What follows belongs to an exercise in optimizing a design on an open flow for small area; a production flow would make more cautious choices.
The RTL was checked by simulation tests, not by an equivalence proof against the original design.
Power figures rest on the tool's default switching activity, not on a simulated workload.

==> flow/design.v (excerpt) <==
module fetch_unit #(
    parameter int                          BUF_DEPTH      = 8,
    parameter int                          DECODE_CREDITS = 4,
    parameter logic [fetch_pkg::xlen-1:0]  RESET_PC       = '0
) (
    input  logic                       clock,
    input  logic                       reset,
    input  fetch_pkg::redirect_t       resolved_branch,
    input  fetch_pkg::redirect_t       predicted_branch,
    input  fetch_pkg::icache_rsp_t     icache_rsp,
    input  logic                       credit_return,
    output logic                       icache_req,
    output logic [fetch_pkg::xlen-1:0] icache_addr,
    output fetch_pkg::fetch_packet_t   issue_packet
);
Settings: LEC_CHECK=0, CAP_MARGIN=20, CORE_MARGIN=2, CORE_UTILIZATION=40, CTS_BUF_LIST=sky130_fd_sc_hd__clkbuf_16, CTS_CLUSTER_DIAMETER=120, CTS_CLUSTER_SIZE=28, SLEW_MARGIN=20; clock period 6.0 ns.
standard.sh (not shown) runs the stock make flow with config.mk's settings and CLKGATE_MAP_FILE= SYNTH_SCRIPT=/design/flow/synth_recipe.tcl, a recipe that flattens the netlist after the stock synthesis.
==> flow/flow/run.sh <==
#!/bin/bash
# Standard ORFS layout, with the port buffers made of the smallest buffer cell
# instead of the default pick. Every port still gets its own buffer.
set -euo pipefail
bash standard.sh "BUFFER_PORTS_ARGS=-buffer_cell sky130_fd_sc_hd__buf_1" finish > make_finish.log 2>&1
Then changed:
Settings changed: CAP_MARGIN 20 to 0, CORE_UTILIZATION 40 to 60, SLEW_MARGIN 20 to 0.
After rerunning:
- clock skew falls by 0.021 ns
- wire length falls by a few percent
- clock power falls by a few percent
- cell count falls by roughly a tenth
- final area falls slightly
- worst hold slack improves by 0.014 ns
- non-clock buffer count stays the same
- synthesized area stays the same
Then changed:
Settings changed: CAP_MARGIN 0 to 20, CORE_UTILIZATION 60 to 40, CTS_BUF_LIST sky130_fd_sc_hd__clkbuf_16 to sky130_fd_sc_hd__clkbuf_8, CTS_CLUSTER_DIAMETER 120 to 80, CTS_CLUSTER_SIZE 28 to 16, SLEW_MARGIN 0 to 20.
After rerunning: The new run went through all stages and came out clean; flip-flop and latch count is unchanged; first-iteration DRC count climbs by 24%; non-clock buffer count went up by 1; core utilization came out lower by 21 points; cell count rises by 13%; area after synthesis stays the same.
Then changed:
Settings changed: CAP_MARGIN 20 to 0, CORE_UTILIZATION 40 to 70, CTS_BUF_LIST sky130_fd_sc_hd__clkbuf_8 to sky130_fd_sc_hd__clkbuf_16, CTS_CLUSTER_DIAMETER 80 to 100, CTS_CLUSTER_SIZE 16 to 32, SLEW_MARGIN 20 to 0.
After rerunning: Non-clock buffer count is higher by 1; via count rises by 1.2%; critical path depth does not change; maximum frequency is higher by 1.4%; die area falls by 42%; clock skew went down by 0.031 ns; synthesized cell count is unchanged; worst setup slack improves by 0.071 ns; flip-flop and latch count does not change.

========
fetch_unit again, from the RTL that the note above started with.
Settings: LEC_CHECK=0, CAP_MARGIN=20, CORE_MARGIN=2, CORE_UTILIZATION=40, CTS_BUF_LIST=sky130_fd_sc_hd__clkbuf_4, SLEW_MARGIN=20; clock period 6.0 ns.
run.sh (not shown) runs the stock make flow with config.mk's settings and CLKGATE_MAP_FILE= SYNTH_SCRIPT=/design/flow/synth_recipe.tcl, a recipe that flattens the netlist after the stock synthesis.
Stock flow here: none of the scripts above is used.
Then changed:
==> flow/flow/run.sh (new file) <==
#!/bin/bash
# Standard ORFS layout, with the port buffers made of the smallest buffer cell
# instead of the default pick. Every port still gets its own buffer.
set -euo pipefail
bash standard.sh "BUFFER_PORTS_ARGS=-buffer_cell sky130_fd_sc_hd__buf_1" finish > make_finish.log 2>&1
==> flow/standard.sh (new file) <==
#!/bin/bash
# synth_recipe.tcl (not shown) runs the flow's synth.tcl, then flattens the netlist and writes it again
# the make line also repeats each setting of config.mk as NAME=value (left out here)
make -C /OpenROAD-flow-scripts/flow DESIGN_CONFIG=/design/flow/config.mk WORK_HOME=/design/flow/orfs CLKGATE_MAP_FILE= SYNTH_SCRIPT=/design/flow/synth_recipe.tcl "${@:-finish}"
- CTS_BUF_LIST: sky130_fd_sc_hd__clkbuf_4 -> not set
removed: flow/run.sh
Core utilization drops by 3.4 points. Hold slack gets worse by 31 ps. Wire length drops by about 3.4%. Global-route usage came out lower by 1.2 points. Critical path depth is lower by 1. Total power falls by 2.8%.

========
## the previous run
fetch_unit, a different RTL version from the one above (not shown whole).
Settings: LEC_CHECK=0, CAP_MARGIN=0, CORE_MARGIN=2, CORE_UTILIZATION=60, CTS_BUF_LIST=sky130_fd_sc_hd__clkbuf_16, CTS_CLUSTER_DIAMETER=120, CTS_CLUSTER_SIZE=28, SLEW_MARGIN=0; clock period 6.0 ns.
Stock flow here: none of the scripts above is used.
Here is what was changed in the inputs of the current run compared with the previous run.
==> flow/flow/run.sh (new file) <==
#!/bin/bash
# Standard ORFS layout, with the port buffers made of the smallest buffer cell
# instead of the default pick. Every port still gets its own buffer.
set -euo pipefail
bash standard.sh "BUFFER_PORTS_ARGS=-buffer_cell sky130_fd_sc_hd__buf_1" finish > make_finish.log 2>&1
==> flow/standard.sh (new file) <==
#!/bin/bash
# synth_recipe.tcl (not shown) runs the flow's synth.tcl, then flattens the netlist and writes it again
# the make line also repeats each setting of config.mk as NAME=value (left out here)
make -C /OpenROAD-flow-scripts/flow DESIGN_CONFIG=/design/flow/config.mk WORK_HOME=/design/flow/orfs CLKGATE_MAP_FILE= SYNTH_SCRIPT=/design/flow/synth_recipe.tcl "${@:-finish}"
removed: flow/run.sh
### Flow results
- Utilization of the core after routing: the current run vs the previous run down 5.0 points
- Run comparison: the previous run worst setup path endpoint icache_addr[20]; the current run worst setup path endpoint icache_addr[26]
- Comparing the previous run with the current run, the footprint of the multi-input gates came out essentially unchanged.
- The previous run vs the current run, startpoint of the worst setup timing path: reset vs occ[5]$_SDFFE_PP0P_
- On final estimated routing congestion in global placement: the current run sits below the previous run.
- On cell count, the current run and the previous run are neck and neck.
- The routed wire length in the current run was lower than what the previous run gave.

static timing again, ports no longer ideal:
The results above use ideal ports. As a check the final layouts listed here were re-extracted and re-timed, cells and wires unchanged.
Step 1, drivers: a clkbuf_16 drives clock and a buf_2 each remaining input, both assumed.
Step 2, shift: input delay + t, output delay - t, t = (earliest + latest rising clock arrival at the registers) / 2. This alone moves slack from input paths to output paths.
Slacks: ideal / step 1 / step 2; pairs: ideal / step 1.
run | shift t [ns] | setup WS [ns] | cell pins on the clock port's net
the first run of note 1 | 0.638 | 1.041 / 0.984 / 1.504 | 1
the second run of note 1 | 0.603 | 1.018 / 0.961 / 1.410 | 1
the third run of note 1 | 0.672 | 0.955 / 0.901 / 1.550 | 1
the fourth run of note 1 | 0.595 | 1.026 / 0.969 / 1.108 | 1
the first run of note 2 | 0.994 | 0.246 / 0.191 / 1.185 | 1
the second run of note 2 | 0.664 | 0.985 / 0.924 / 1.571 | 1
the previous run | 0.604 | 0.184 / 0.164 / 0.164 | 1
the current run | 0.611 | 0.666 / 0.611 / 0.732 | 1
After both steps setup and hold are still met in every run listed. For the previous run, which loses most, drivers alone change the setup slack by -0.020 ns; drivers and shift together by -0.020 ns.
